This is an optimization exercise on Yosys and OpenROAD, whose aim is small area, a short achievable clock period and few clock cycles, not a production implementation. At most, simulation tests tie the RTL to the original design; equivalence was not proved. No activity file was given, so power comes from the tool's default toggle rates.

==> flow/design.v <==
package tfacc_pkg;
   typedef logic [127:0] u128_t;
   localparam logic [2:0] AXI_SIZE_16B   = 3'b100;
   localparam logic [1:0] AXI_BURST_INCR = 2'b01;
endpackage
module tfacc_rfifo
#(
   parameter int DEPTH = 15,
   parameter int W     = 129
)(
   input  logic          clk,
   input  logic          xrst,
   input  logic          i_wr_vld,
   input  logic [W-1:0]  i_wr_dat,
   output logic          o_vld,
   output logic [W-1:0]  o_dat,
   input  logic          i_rdy
);
   logic [W-1:0]     r_mem [0:DEPTH-1];
   logic [DEPTH-1:0] r_wptr;
   logic [DEPTH-1:0] r_rptr;
   logic             r_ne;       
   logic             r_full;     
   logic             w_ld;
   logic             w_rd;
   logic             w_one;      
   logic             w_almost;   
   logic [W-1:0]     w_head;
   assign w_ld     = !o_vld || i_rdy;
   assign w_rd     = r_ne && w_ld;
   assign w_one    = |({r_rptr[DEPTH-2:0], r_rptr[DEPTH-1]} & r_wptr);
   assign w_almost = |({r_wptr[DEPTH-2:0], r_wptr[DEPTH-1]} & r_rptr);
   always_comb begin
      w_head = '0;
      for (int i = 0; i < DEPTH; i++) w_head = w_head | (r_mem[i] & {W{r_rptr[i]}});
   end
   always_ff @(posedge clk) begin
      if (!xrst) begin
         r_wptr <= DEPTH'(1);
         r_rptr <= DEPTH'(1);
         r_ne   <= 1'b0;
         r_full <= 1'b0;
         o_vld  <= 1'b0;
      end else begin
         if (i_wr_vld) r_wptr <= {r_wptr[DEPTH-2:0], r_wptr[DEPTH-1]};
         if (w_rd)     r_rptr <= {r_rptr[DEPTH-2:0], r_rptr[DEPTH-1]};
         r_ne   <= i_wr_vld || (r_ne && !(w_rd && w_one));
         r_full <= (r_full && !(w_rd && !i_wr_vld)) || (i_wr_vld && !w_rd && w_almost);
         if (w_ld) o_vld <= r_ne;
      end
   end
   always_ff @(posedge clk) begin
      if (w_ld) o_dat <= w_head;
   end
   always_ff @(posedge clk) begin
      for (int i = 0; i < DEPTH; i++)
         if (r_wptr[i] && !r_full) r_mem[i] <= i_wr_dat;
   end
endmodule
module tfacc_rd_burst
#(
   parameter int NENT = 15
)(
   input  logic         clk,
   input  logic         xrst,
   input  logic         cmd_valid,
   output logic         cmd_ready,
   input  logic [39:0]  cmd_adr,
   input  logic [19:0]  cmd_len,
   output logic         busy,
   output logic         done,
   output logic         err,
   output logic [3:0]   M00_AXI_ARID,
   output logic [39:0]  M00_AXI_ARADDR,
   output logic [7:0]   M00_AXI_ARLEN,
   output logic [2:0]   M00_AXI_ARSIZE,
   output logic [1:0]   M00_AXI_ARBURST,
   output logic         M00_AXI_ARVALID,
   input  logic         M00_AXI_ARREADY,
   input  logic [127:0] M00_AXI_RDATA,
   input  logic [1:0]   M00_AXI_RRESP,
   input  logic         M00_AXI_RLAST,
   input  logic         M00_AXI_RVALID,
   output logic         M00_AXI_RREADY,
   output logic [127:0] od,
   output logic         ovalid,
   input  logic         oready,
   output logic         olast
);
   localparam int CAP = NENT + 1;
   localparam int KW  = $clog2(CAP + 2);
   logic          s_idle, s_c1, s_c2, s_wait, s_ar, s_drain;
   logic          r_busy;
   logic [39:4]   r_adr;        
   logic [19:0]   r_rem;        
   logic          r_ge16;       
   logic          r_le16;       
   logic          r_pg;         
   logic [4:0]    r_blen;       
   logic [3:0]    r_arlen;      
   logic          r_islast;     
   logic          r_cross;      
   logic          r_alliss;     
   logic [KW-1:0] r_credit;     
   logic [KW-1:0] r_bo;         
   logic          r_popq;       
   logic          r_done;
   logic          r_err;
   logic          w_hs;
   logic          w_pop;
   logic [KW-1:0] w_cred;
   logic          w_ok0;
   logic          w_ok1;
   logic          w_res;
   logic          w_wr;
   logic          w_tag;
   logic [4:0]    w_m5;
   logic [4:0]    w_b5;
   logic          w_useb;
   logic [128:0]  w_odat;
   assign w_hs   = s_ar && M00_AXI_ARREADY;
   assign w_pop  = ovalid && oready;
   assign w_cred = r_credit + KW'(r_popq);
   assign w_ok0  = (w_cred >= KW'(r_blen));
   assign w_ok1  = ((w_cred + KW'(1)) >= KW'(r_blen));
   assign w_res  = s_wait && (w_ok0 || (w_pop && w_ok1));
   assign w_wr   = M00_AXI_RVALID && (r_bo != '0);
   assign w_tag  = M00_AXI_RLAST && r_alliss && (r_bo == KW'(1));
   assign w_m5   = r_ge16 ? 5'd16 : {1'b0, r_rem[3:0]};
   assign w_b5   = 5'd16 - {1'b0, r_adr[7:4]};
   assign w_useb = r_pg && (w_b5 < w_m5);
   assign cmd_ready       = s_idle;
   assign busy            = r_busy;
   assign done            = r_done;
   assign err             = r_err;
   assign M00_AXI_ARID    = 4'd0;
   assign M00_AXI_ARADDR  = {r_adr, 4'd0};
   assign M00_AXI_ARLEN   = {4'd0, r_arlen};
   assign M00_AXI_ARSIZE  = tfacc_pkg::AXI_SIZE_16B;
   assign M00_AXI_ARBURST = tfacc_pkg::AXI_BURST_INCR;
   assign M00_AXI_ARVALID = s_ar;
   assign M00_AXI_RREADY  = 1'b1;
   assign od              = w_odat[127:0];
   assign olast           = w_odat[128];
   tfacc_rfifo #(
      .DEPTH(NENT),
      .W    (129)
   ) u_rfifo (
      .clk      (clk),
      .xrst     (xrst),
      .i_wr_vld (w_wr),
      .i_wr_dat ({w_tag, M00_AXI_RDATA}),
      .o_vld    (ovalid),
      .o_dat    (w_odat),
      .i_rdy    (oready)
   );
   always_ff @(posedge clk) begin
      if (!xrst) begin
         s_idle   <= 1'b1;
         s_c1     <= 1'b0;
         s_c2     <= 1'b0;
         s_wait   <= 1'b0;
         s_ar     <= 1'b0;
         s_drain  <= 1'b0;
         r_busy   <= 1'b0;
         r_alliss <= 1'b0;
         r_credit <= KW'(CAP);
         r_bo     <= '0;
         r_popq   <= 1'b0;
         r_done   <= 1'b0;
         r_err    <= 1'b0;
      end else begin
         r_done   <= 1'b0;
         r_popq   <= w_pop;
         r_credit <= w_res ? (w_cred - KW'(r_blen)) : w_cred;
         case ({w_hs, w_wr && M00_AXI_RLAST})
            2'b10:   r_bo <= r_bo + KW'(1);
            2'b01:   r_bo <= r_bo - KW'(1);
            default: ;
         endcase
         if (w_wr && (M00_AXI_RRESP != 2'b00)) r_err <= 1'b1;
         if (s_idle && cmd_valid) begin
            s_idle   <= 1'b0;
            r_busy   <= 1'b1;
            s_c1     <= 1'b1;
            r_err    <= 1'b0;
            r_alliss <= 1'b0;
         end
         if (s_c1) begin
            s_c1 <= 1'b0;
            if (r_rem == '0) begin
               r_done <= 1'b1;
               s_idle <= 1'b1;
               r_busy <= 1'b0;
            end else begin
               s_c2 <= 1'b1;
            end
         end
         if (s_c2) begin
            s_c2   <= 1'b0;
            s_wait <= 1'b1;
         end
         if (w_res) begin
            s_wait <= 1'b0;
            s_ar   <= 1'b1;
         end
         if (w_hs) begin
            s_ar     <= 1'b0;
            s_c1     <= !r_islast;
            s_drain  <= r_islast;
            r_alliss <= r_islast;
         end
         if (s_drain && w_pop && olast) begin
            s_drain <= 1'b0;
            s_idle  <= 1'b1;
            r_busy  <= 1'b0;
            r_done  <= 1'b1;
         end
      end
   end
   always_ff @(posedge clk) begin
      if (s_idle) begin
         r_adr <= cmd_adr[39:4];
         r_rem <= cmd_len;
      end else if (w_hs) begin
         r_adr[11:4]  <= r_adr[11:4] + 8'(r_blen);
         if (r_cross) r_adr[39:12] <= r_adr[39:12] + 28'd1;
         r_rem <= r_rem - 20'(r_blen);
      end
      if (s_c1) begin
         r_ge16 <= (r_rem[19:4] != '0);
         r_le16 <= !((r_rem[19:5] != '0) || (r_rem[4] && (r_rem[3:0] != '0)));
         r_pg   <= (r_adr[11:8] == 4'hF);
      end
      if (s_c2) begin
         r_blen   <= w_useb ? w_b5 : w_m5;
         r_arlen  <= w_useb ? (4'd15 - r_adr[7:4]) : (r_ge16 ? 4'd15 : (r_rem[3:0] - 4'd1));
         r_islast <= r_le16 && (!r_pg || (w_m5 <= w_b5));
         r_cross  <= r_pg && (w_b5 <= w_m5);
      end
   end
endmodule
clock: 7.0 ns
lec_check: 0
abc_clock_period_in_ps: 2000
cap_margin: 20
core_margin: 2
core_utilization: 55
setup_slack_margin: 4.5
slew_margin: 20
run.sh (not shown) runs the stock make flow with config.mk's settings and CLKGATE_MAP_FILE= SYNTH_SCRIPT=/design/flow/synth_recipe.tcl, a recipe that flattens the netlist after the stock synthesis.
The baseline went through all stages and came out clean.
Rerun with:
--- a/flow/design.v
+++ b/flow/design.v
@@ -9,14 +9,16 @@
    parameter int W     = 129
 )(
    input  logic          clk,
    input  logic          xrst,
    input  logic          i_wr_vld,
    input  logic [W-1:0]  i_wr_dat,
+   input  logic          i_fin,      
    output logic          o_vld,
    output logic [W-1:0]  o_dat,
+   output logic          o_last,     
    input  logic          i_rdy
 );
    logic [W-1:0]     r_mem [0:DEPTH-1];
    logic [DEPTH-1:0] r_wptr;
    logic [DEPTH-1:0] r_rptr;
    logic             r_ne;       
@@ -47,13 +49,16 @@
          r_ne   <= i_wr_vld || (r_ne && !(w_rd && w_one));
          r_full <= (r_full && !(w_rd && !i_wr_vld)) || (i_wr_vld && !w_rd && w_almost);
          if (w_ld) o_vld <= r_ne;
       end
    end
    always_ff @(posedge clk) begin
-      if (w_ld) o_dat <= w_head;
+      if (w_ld) begin
+         o_dat  <= w_head;
+         o_last <= w_one && i_fin;
+      end
    end
    always_ff @(posedge clk) begin
       for (int i = 0; i < DEPTH; i++)
          if (r_wptr[i] && !r_full) r_mem[i] <= i_wr_dat;
    end
 endmodule
@@ -110,25 +115,23 @@
    logic          w_pop;
    logic [KW-1:0] w_cred;
    logic          w_ok0;
    logic          w_ok1;
    logic          w_res;
    logic          w_wr;
-   logic          w_tag;
    logic [4:0]    w_m5;
    logic [4:0]    w_b5;
    logic          w_useb;
-   logic [128:0]  w_odat;
+   logic [127:0]  w_odat;
    assign w_hs   = s_ar && M00_AXI_ARREADY;
    assign w_pop  = ovalid && oready;
    assign w_cred = r_credit + KW'(r_popq);
    assign w_ok0  = (w_cred >= KW'(r_blen));
    assign w_ok1  = ((w_cred + KW'(1)) >= KW'(r_blen));
    assign w_res  = s_wait && (w_ok0 || (w_pop && w_ok1));
    assign w_wr   = M00_AXI_RVALID && (r_bo != '0);
-   assign w_tag  = M00_AXI_RLAST && r_alliss && (r_bo == KW'(1));
    assign w_m5   = r_ge16 ? 5'd16 : {1'b0, r_rem[3:0]};
    assign w_b5   = 5'd16 - {1'b0, r_adr[7:4]};
    assign w_useb = r_pg && (w_b5 < w_m5);
    assign cmd_ready       = s_idle;
    assign busy            = r_busy;
    assign done            = r_done;
@@ -137,24 +140,25 @@
    assign M00_AXI_ARADDR  = {r_adr, 4'd0};
    assign M00_AXI_ARLEN   = {4'd0, r_arlen};
    assign M00_AXI_ARSIZE  = tfacc_pkg::AXI_SIZE_16B;
    assign M00_AXI_ARBURST = tfacc_pkg::AXI_BURST_INCR;
    assign M00_AXI_ARVALID = s_ar;
    assign M00_AXI_RREADY  = 1'b1;
-   assign od              = w_odat[127:0];
-   assign olast           = w_odat[128];
+   assign od              = w_odat;
    tfacc_rfifo #(
       .DEPTH(NENT),
-      .W    (129)
+      .W    (128)
    ) u_rfifo (
       .clk      (clk),
       .xrst     (xrst),
       .i_wr_vld (w_wr),
-      .i_wr_dat ({w_tag, M00_AXI_RDATA}),
+      .i_wr_dat (M00_AXI_RDATA),
+      .i_fin    (r_alliss && (r_bo == '0)),
       .o_vld    (ovalid),
       .o_dat    (w_odat),
+      .o_last   (olast),
       .i_rdy    (oready)
    );
    always_ff @(posedge clk) begin
       if (!xrst) begin
          s_idle   <= 1'b1;
          s_c1     <= 1'b0;
After rerunning: The changed run completed without violations. Wire length fell by about 0.7%. Total power went down by about 2%. Sequential power is about the same. Global-route usage went up by 0.18 points. Design area falls by 0.51%. Utilization rises by 0.37 points.
Testbench counts after the change, summed over its fixed seeds: cycles 303,354.
The RTL of the first run of this note was laid out without a check of its function.

port drivers added, routing unchanged:
How much do the figures lean on ideal ports? The routed layouts below were timed once more, with nothing changed but the port constraints.
Step 1: set_driving_cell puts a clkbuf_16 on clk and a buf_2 on each other input, an assumption about the parent block.
Step 2 also shifts input and output timing later by t, the mid clock arrival at the registers, as if the neighbouring blocks saw the same clock.
a / b / c = ideal ports / drivers / drivers and shift; a / b = the first two.
run | t (ns) | setup slack, ns | hold WS [ns] | slew at the worst register clock pin (ns) | cell pins on the clock port's net
the first run | 0.903 | 4.031 / 3.954 / 3.632 | 0.479 / 0.479 / 0.479 | 0.07 / 0.07 | 1
the second run | 0.909 | 4.023 / 3.942 / 3.440 | 0.454 / 0.454 / 0.454 | 0.07 / 0.07 | 1
After both steps setup and hold are still met in every run listed. The setup slack of the second run, which loses most, moves by -0.081 ns with the drivers and by -0.583 ns with both steps.
